This is an optimization exercise on Yosys and OpenROAD, whose aim is small area, a short achievable clock period and few clock cycles per item, not a production implementation. The RTL was checked by simulation tests, not by an equivalence proof against the original design. Power and IR drop assume default switching activity.

File: design/flow/constraint.sdc
create_clock -name core_clock -period 6.5 [get_ports {i_clk}]
set_input_delay 1.3000 -clock core_clock [delete_from_list [all_inputs] [get_ports {i_clk}]]
set_output_delay 1.3000 -clock core_clock [all_outputs]
set_load 0.01 [all_outputs]
File: design/flow/run.sh
#!/bin/bash
# synth_recipe.tcl (not shown) runs the flow's synth.tcl, then flattens the netlist and writes it again
# the make line also repeats each setting of config.mk as NAME=value (left out here)
make -C /OpenROAD-flow-scripts/flow DESIGN_CONFIG=/design/flow/config.mk WORK_HOME=/design/flow/orfs CLKGATE_MAP_FILE= SYNTH_SCRIPT=/design/flow/synth_recipe.tcl finish
File: design/flow/config.mk
export PLATFORM = sky130hd
export DESIGN_NAME = formant_peak_picker
export DESIGN_NICKNAME = formant_peak_picker
export VERILOG_FILES = /design/flow/design.v
export SDC_FILE = /design/flow/constraint.sdc
export NUM_CORES = 4
export LEC_CHECK = 0
export CAP_MARGIN = 20
export CORE_MARGIN = 2
export CORE_UTILIZATION = 40
export PLACE_DENSITY = 0.6
export SLEW_MARGIN = 20
File: design/flow/design.v
`timescale 1ns / 1ps
package fpp_pkg;
    localparam int MAX_BINS          = 1024;
    localparam int MAX_FORMANT_SLOTS = 16;
    localparam int AMP_W   = 16;
    localparam int FD_W    = AMP_W + 1;
    localparam int SD_W    = AMP_W + 2;
    localparam int BIN_W   = $clog2(MAX_BINS + 1);
    localparam int IDX_W   = $clog2(MAX_BINS);
    localparam int COUNT_W = $clog2(MAX_FORMANT_SLOTS + 1);
    localparam int SLOT_W  = 4;
    localparam int START_W = 20;
    localparam int STEP_W  = 16;
    localparam int MAX_W   = 5;
    localparam int CFG_W   = 20;
    localparam int CFG_IDX_W = 2;
    localparam int FREQ_W  = 27;
    localparam int LIM_W  = (MAX_W > COUNT_W) ? MAX_W : COUNT_W;
    localparam int PROD_W = IDX_W + STEP_W;
    localparam int SUM_A_W = ((START_W > PROD_W) ? START_W : PROD_W) + 1;
    localparam int SUM_W  = (SUM_A_W > FREQ_W + 1) ? SUM_A_W : FREQ_W + 1;
    localparam logic [FREQ_W-1:0]  FREQ_MAX        = {FREQ_W{1'b1}};
    localparam logic [START_W-1:0] RST_FREQ_START  = START_W'(0);
    localparam logic [STEP_W-1:0]  RST_FREQ_STEP   = STEP_W'(16);
    localparam logic [MAX_W-1:0]   RST_MAX_FORMANT = MAX_W'(10);
    typedef enum logic [CFG_IDX_W-1:0] {
        CFG_FREQ_START   = 2'd0,
        CFG_FREQ_STEP    = 2'd1,
        CFG_MAX_FORMANTS = 2'd2
    } t_cfg_idx;
    typedef struct packed {
        logic [IDX_W-1:0]  index;
        logic [SLOT_W-1:0] slot;
        logic              overflow;
    } t_peak;
endpackage
`timescale 1ns / 1ps
import fpp_pkg::*;
module fpp_detect (
    input  logic             i_clk,
    input  logic             i_rst_n,
    input  logic             i_accept,
    input  logic [AMP_W-1:0] i_amplitude,
    input  logic             i_last_bin,
    input  logic [MAX_W-1:0] i_max_formants,
    output logic             o_peak_hit,
    output fpp_pkg::t_peak   o_peak
);
    logic [AMP_W-1:0]        r_prev_amp, n_prev_amp;
    logic signed [FD_W-1:0]  r_prev_fd, n_prev_fd;
    logic signed [SD_W-1:0]  r_prev_sd, n_prev_sd;
    logic                    r_lowering, n_lowering;
    logic [COUNT_W-1:0]      r_count, n_count;
    logic [BIN_W-1:0]        r_bin_pos, n_bin_pos;
    logic signed [FD_W-1:0]  fd;
    logic signed [SD_W-1:0]  sd;
    logic [LIM_W-1:0]        limit;
    logic                    active;
    always_comb begin
        n_prev_amp = r_prev_amp;
        n_prev_fd  = r_prev_fd;
        n_prev_sd  = r_prev_sd;
        n_lowering = r_lowering;
        n_count    = r_count;
        n_bin_pos  = r_bin_pos;
        fd         = '0;
        sd         = '0;
        o_peak_hit = 1'b0;
        o_peak     = '0;
        active     = r_bin_pos < BIN_W'(MAX_BINS);
        if (LIM_W'(i_max_formants) > LIM_W'(MAX_FORMANT_SLOTS)) begin
            limit = LIM_W'(MAX_FORMANT_SLOTS);
        end else begin
            limit = LIM_W'(i_max_formants);
        end
        if (i_accept) begin
            if (active) begin
                if (r_bin_pos >= BIN_W'(1)) begin
                    fd = $signed({1'b0, i_amplitude}) - $signed({1'b0, r_prev_amp});
                end
                if (r_bin_pos >= BIN_W'(2)) begin
                    sd = SD_W'(fd) - SD_W'(r_prev_fd);
                end
                if (r_bin_pos >= BIN_W'(3)) begin
                    if (sd < r_prev_sd) begin
                        n_lowering = 1'b1;
                    end else if (sd > r_prev_sd) begin
                        if (r_lowering) begin
                            o_peak_hit = 1'b1;
                            if (LIM_W'(r_count) < limit) begin
                                o_peak.index = IDX_W'(r_bin_pos - BIN_W'(3));
                                o_peak.slot  = SLOT_W'(r_count);
                                n_count      = r_count + COUNT_W'(1);
                            end else begin
                                o_peak.overflow = 1'b1;
                            end
                        end
                        n_lowering = 1'b0;
                    end
                end
                n_prev_amp = i_amplitude;
                if (r_bin_pos >= BIN_W'(1)) begin
                    n_prev_fd = fd;
                end
                if (r_bin_pos >= BIN_W'(2)) begin
                    n_prev_sd = sd;
                end
                n_bin_pos = r_bin_pos + BIN_W'(1);
            end
            if (i_last_bin) begin
                n_prev_amp = '0;
                n_prev_fd  = '0;
                n_prev_sd  = '0;
                n_lowering = 1'b0;
                n_count    = '0;
                n_bin_pos  = '0;
            end
        end
    end
    always_ff @(posedge i_clk) begin
        if (!i_rst_n) begin
            r_prev_amp <= '0;
            r_prev_fd  <= '0;
            r_prev_sd  <= '0;
            r_lowering <= 1'b0;
            r_count    <= '0;
            r_bin_pos  <= '0;
        end else begin
            r_prev_amp <= n_prev_amp;
            r_prev_fd  <= n_prev_fd;
            r_prev_sd  <= n_prev_sd;
            r_lowering <= n_lowering;
            r_count    <= n_count;
            r_bin_pos  <= n_bin_pos;
        end
    end
endmodule
`timescale 1ns / 1ps
import fpp_pkg::*;
module formant_peak_picker (
    input  logic                 i_clk,
    input  logic                 i_rst_n,
    input  logic                 i_cfg_we,
    input  logic [CFG_IDX_W-1:0] i_cfg_index,
    input  logic [CFG_W-1:0]     i_cfg_data,
    input  logic                 i_in_valid,
    output logic                 o_in_stall,
    input  logic [AMP_W-1:0]     i_amplitude,
    input  logic                 i_last_bin,
    output logic                 o_out_valid,
    input  logic                 i_out_stall,
    output logic [FREQ_W-1:0]    o_formant_frequency,
    output logic [SLOT_W-1:0]    o_formant_slot,
    output logic                 o_overflow
);
    logic [START_W-1:0] r_freq_start;
    logic [STEP_W-1:0]  r_freq_step;
    logic [MAX_W-1:0]   r_max_formants;
    logic               r_s1_valid;
    fpp_pkg::t_peak     r_s1;
    logic               r_out_valid;
    logic [FREQ_W-1:0]  r_freq;
    logic [SLOT_W-1:0]  r_slot;
    logic               r_ovf;
    logic               in_accept;
    logic               out_load;
    logic               s1_load;
    logic               peak_hit;
    fpp_pkg::t_peak     peak;
    logic [PROD_W-1:0]  prod;
    logic [SUM_W-1:0]   sum;
    logic [FREQ_W-1:0]  n_freq;
    assign out_load   = !r_out_valid || !i_out_stall;
    assign s1_load    = !r_s1_valid || out_load;
    assign o_in_stall = !s1_load;
    assign in_accept  = i_in_valid && s1_load;
    always_ff @(posedge i_clk) begin
        if (!i_rst_n) begin
            r_freq_start   <= RST_FREQ_START;
            r_freq_step    <= RST_FREQ_STEP;
            r_max_formants <= RST_MAX_FORMANT;
        end else if (i_cfg_we) begin
            case (i_cfg_index)
                CFG_FREQ_START:   r_freq_start   <= START_W'(i_cfg_data);
                CFG_FREQ_STEP:    r_freq_step    <= STEP_W'(i_cfg_data);
                CFG_MAX_FORMANTS: r_max_formants <= MAX_W'(i_cfg_data);
                default: begin
                end
            endcase
        end
    end
    fpp_detect u_detect (
        .i_clk          (i_clk),
        .i_rst_n        (i_rst_n),
        .i_accept       (in_accept),
        .i_amplitude    (i_amplitude),
        .i_last_bin     (i_last_bin),
        .i_max_formants (r_max_formants),
        .o_peak_hit     (peak_hit),
        .o_peak         (peak)
    );
    always_ff @(posedge i_clk) begin
        if (!i_rst_n) begin
            r_s1_valid <= 1'b0;
        end else if (s1_load) begin
            r_s1_valid <= peak_hit;
        end
    end
    always_ff @(posedge i_clk) begin
        if (s1_load) begin
            r_s1 <= peak;
        end
    end
    always_comb begin
        prod = PROD_W'(r_s1.index) * PROD_W'(r_freq_step);
        sum  = SUM_W'(r_freq_start) + SUM_W'(prod);
        if (r_s1.overflow) begin
            n_freq = '0;
        end else if (sum > SUM_W'(FREQ_MAX)) begin
            n_freq = FREQ_MAX;
        end else begin
            n_freq = FREQ_W'(sum);
        end
    end
    always_ff @(posedge i_clk) begin
        if (!i_rst_n) begin
            r_out_valid <= 1'b0;
        end else if (out_load) begin
            r_out_valid <= r_s1_valid;
        end
    end
    always_ff @(posedge i_clk) begin
        if (out_load) begin
            r_freq <= n_freq;
            r_slot <= r_s1.slot;
            r_ovf  <= r_s1.overflow;
        end
    end
    assign o_out_valid         = r_out_valid;
    assign o_formant_frequency = r_freq;
    assign o_formant_slot      = r_slot;
    assign o_overflow          = r_ovf;
endmodule
==> notes.md <==
==> registers in the layout (all words and copies together), names as in the netlist <==
| register | count |
|---|---|
| u_detect.r_lowering | 1 |
| r_slot | 4 |
| r_max_formants | 5 |
| u_detect.r_prev_amp | 16 |
| r_out_valid | 1 |
| r_s1 | 15 |
| u_detect.r_prev_fd | 17 |
| r_ovf | 1 |
| r_freq | 27 |
| r_freq_step | 16 |
| u_detect.r_prev_sd | 18 |
| r_freq_start | 20 |
| u_detect.r_bin_pos | 11 |
| u_detect.r_count | 5 |
| r_s1_valid | 1 |
==> area by class of cell <==
| cell class | instances | area [um^2] |
|---|---|---|
| clock buffer | 18 | 439 |
| timing repair buffer | 156 | 1370 |
| sequential | 158 | 3630 |
| inverter | 253 | 950 |
| tap | 455 | 569 |
| fill | 3374 | 18200 |
| multi-input combinational | 1152 | 9400 |
| clock inverter | 14 | 125 |
==> how the worst min path moves through the flow <==
stage                     slack (ns)                     end                   start
after global routing            0.49  u_detect.r_prev_sd[15]  u_detect.r_prev_sd[15]
after detailed placement        0.44  u_detect.r_prev_sd[15]  u_detect.r_prev_sd[15]
after floorplan                 0.40               r_slot[0]                 r_s1[1]
after CTS                       0.46  u_detect.r_prev_sd[15]  u_detect.r_prev_sd[15]
final                           0.46  u_detect.r_prev_sd[15]  u_detect.r_prev_sd[15]
after global placement          0.43   u_detect.r_prev_sd[9]   u_detect.r_prev_sd[9]
==> worst max-delay path, stage by stage <==
cell,delay (ns)
clkdlybuf4s50_1,0.44
ha_1,0.34
nor2b_1,0.14
o21a_1,0.19
o21ai_2,0.19
nand2b_1,0.08
a21oi_1,0.17
xnor2_1,0.13
nor2b_4,0.19
ha_4,0.22
a21o_1,0.20
o41ai_4,0.44
buf_4,0.18
o21bai_1,0.07
a21oi_2,0.14
xor2_1,0.19
nor2_1,0.06
ha_1,0.31
and3_1,0.16
nand4_1,0.14
or4_4,0.58
nand2_2,0.08
nor2_1,0.06
nand3_2,0.12
nor2_1,0.08
a221o_1,0.32
==> layer usage <==
layer,up-vias,wire [um],GRT usage
li1,5492,-,-
met1,5332,14600,0.230
met2,169,16700,0.340
met3,43,860,0.0255
met4,0,770,0.0675
met5,-,0,0
==> cells by family (layout without fill, tap and decap cells) <==
| group | Yosys count | in the layout |
|---|---|---|
| and+or+nand+nor | 559 | 559 |
| adders and majority gates | 258 | 258 |
| xor gates and xnor gates | 56 | 56 |
| buffers and inverters | 325 | 441 |
| AOI/OAI and AO/OA | 273 | 273 |
| muxes | 6 | 6 |
| DFF | 158 | 158 |
==> per-stage QoR <==
stage / cell area [um^2] / std cells
4_1_cts: 16300 / 2198
2_1_floorplan: 14200 / 1635
3_5_place_dp: 15800 / 2166
6_report: 16500 / 2206
3_3_place_gp: 15800 / 2166
5_1_grt: 16500 / 2206
==> cell usage in the layout (no fill, tap or decap), types with 55 or more instances in the layout <==
cell type,count
inv_1,253
nand2_1,231
fa_1,133
ha_1,124
dfxtp_1,111
nor2_1,102
buf_4,78
clkdlybuf4s50_1,75
and2_1,68
a21oi_1,55
==> power breakdown <==
group	switching [mW]	internal, mW
registers	0.0199	1.03
clock network	0.486	0.515
logic	0.332	0.320
total	0.838	1.87
==> repair_timing <==
item                                    in CTS  in global routing
gates resized for setup                      1                 21
gates cloned                                 0                  0
endpoints found under the setup margin       1                 25
setup buffers                                0                  8
pin swaps                                    0                  7
==> impl_metrics.yaml <==
critical_path:
  crit_type: "in2reg"
  worstPathRequired_ns: 6.84
  cp-startpoint: "i_amplitude[2]"
  critical_path.startpoint_type: "primary input"
  crit_path_end: "u_detect.r_count[2]"
  critPathCaptureType: "register"
  path_max_fanout: 4
  worst-r2r-setup-slack_ns: 0.36
  crit_arrival_ns: 6.51
  r2r_start: "r_s1[10]"
  r2r_cells: 18
  rr_endpoint: "r_freq[26]"
status:
  status: "no timing/DRC/antenna violations"
yosys:
  synth_fa_ha_area_frac: 0.298
  synth_most_common_cell: "inv_1"
  ys_ff_latch: 158
  synth_xor_area_frac: 0.0346
  syn_area_per_cell_um2: 8.68
  synth.distinct_cells: 70
  yosysTopAreaCell: "fa_1"
  seq_area_frac_synth: 0.256
  ys_top_cells_by_count: "inv_1, nand2_1, fa_1"
  synth_top_family_by_area: "adder cells"
  synth_compound_area_frac: 0.131
  synth_area_um2: 14200
  synth_fp_nets: 1937
  synth_top_area_frac: 0.188
  syn-instance-count: 1635
  synth_edf_count: 47
  ys.flop_type: "dfxtp_1"
  synth_warnings: 2
  synthMuxAreaShare: 0.00432
  async_flop_share: 0
  yosys.area_share.simple: 0.187
  yosys-top-cells-area: "fa_1, dfxtp_1, ha_1"
die:
  die_area_um2: 37000
  die_x_um: 192
  rows: 68
  initial_utilization: 0.409
  die_y_um: 192
  boundaryPins: 78
  core_um2: 34700
clocking:
  numCtsBuffers: 17
  ctsHoldBuffers: 0
  cts_root_buffer: "clkbuf_16"
  clk_pin_slew_ns: 0.07
  cts_sinks: 158
  ctsLongestPathBuffers: 2
  cts_max_level: 4
  insertion_delay_ns: 0.46
  cts_tree: "built"
sta:
  setup_ws_ns: 0.330
  hold_viol: 0
  finalCritPeriodShare: 0.949
  fin_hold_ws_ns: 0.458
  setup_viol: 0
  max_freq_mhz: 162
  finalCriticalPeriod_ns: 6.17
  rsz0062_at_grt: "yes"
  relSlewSlack: 0.335
  finalSetupTns_ns: 0
  skew_ns: 0.0201
  worst_pin_slew_ns: 0.995
  final_max_slew_viol_count: 0
placement:
  dp_hpwl_um: 25200
  gp_congestion: 0.883
  port_buffers: 77
  place_ws_ns: -0.488
finish:
  final_util: 0.475
  area_growth_pct: 16.2
  n_antenna_cell: 0
  finalNetCount: 2040
  drive_above_1_share: 0.0851
global_routing:
  grt_pass1_wl_um: 55200
  track_usage: 0.189
  antenna_found_initial: 0
  grt_pass1_vias: 11100
  overflow: 0
  grt_max_degree: 82
power:
  ir_drop_mv: 0.214
  power_mw: 2.70
  leakagePower_nw: 7.50
  power.density_nw_per_um2: 164
route:
  wl_um: 33000
  first_pass_iters: 5
  vias_per_cell: 5.00
  ant_nets: 0
  drc_errors: 0
  routedWlPerCell_um: 14.9
  vias: 11000
  drtIter0Drc: 457
min_path:
  hold_class: "reg2reg"
  hold_depth: 2
run:
  cap_violations: 0
Testbench counts, summed over its fixed seeds: cycles 32,776, bins 32,768.

separate check: timing with driven ports:
In the flow no input, the clock included, has a driving cell. The finished layout below was timed again as built, in two steps.
Step 1 sets driving cells, clkbuf_16 on the clock port and buf_2 on the other inputs (assumed; they add their load-dependent delay and slew).
Step 2 moves the port delays by t, midway between the first and last clock arrival at a register: inputs arrive t later, outputs are due t later. That takes back most of the time a late clock gives input paths.
Slacks: no drivers / after step 1 / after step 2; pairs: no drivers / after step 1.
t, ns: 0.498
setup WS [ns]: 0.330 / 0.356 / -0.142
worst hold slack (ns): 0.458 / 0.458 / 0.458
With both steps, setup timing fails in this run, where it was met with ideal ports. For this run, drivers alone change the setup slack by +0.026 ns; drivers and shift together by -0.472 ns.
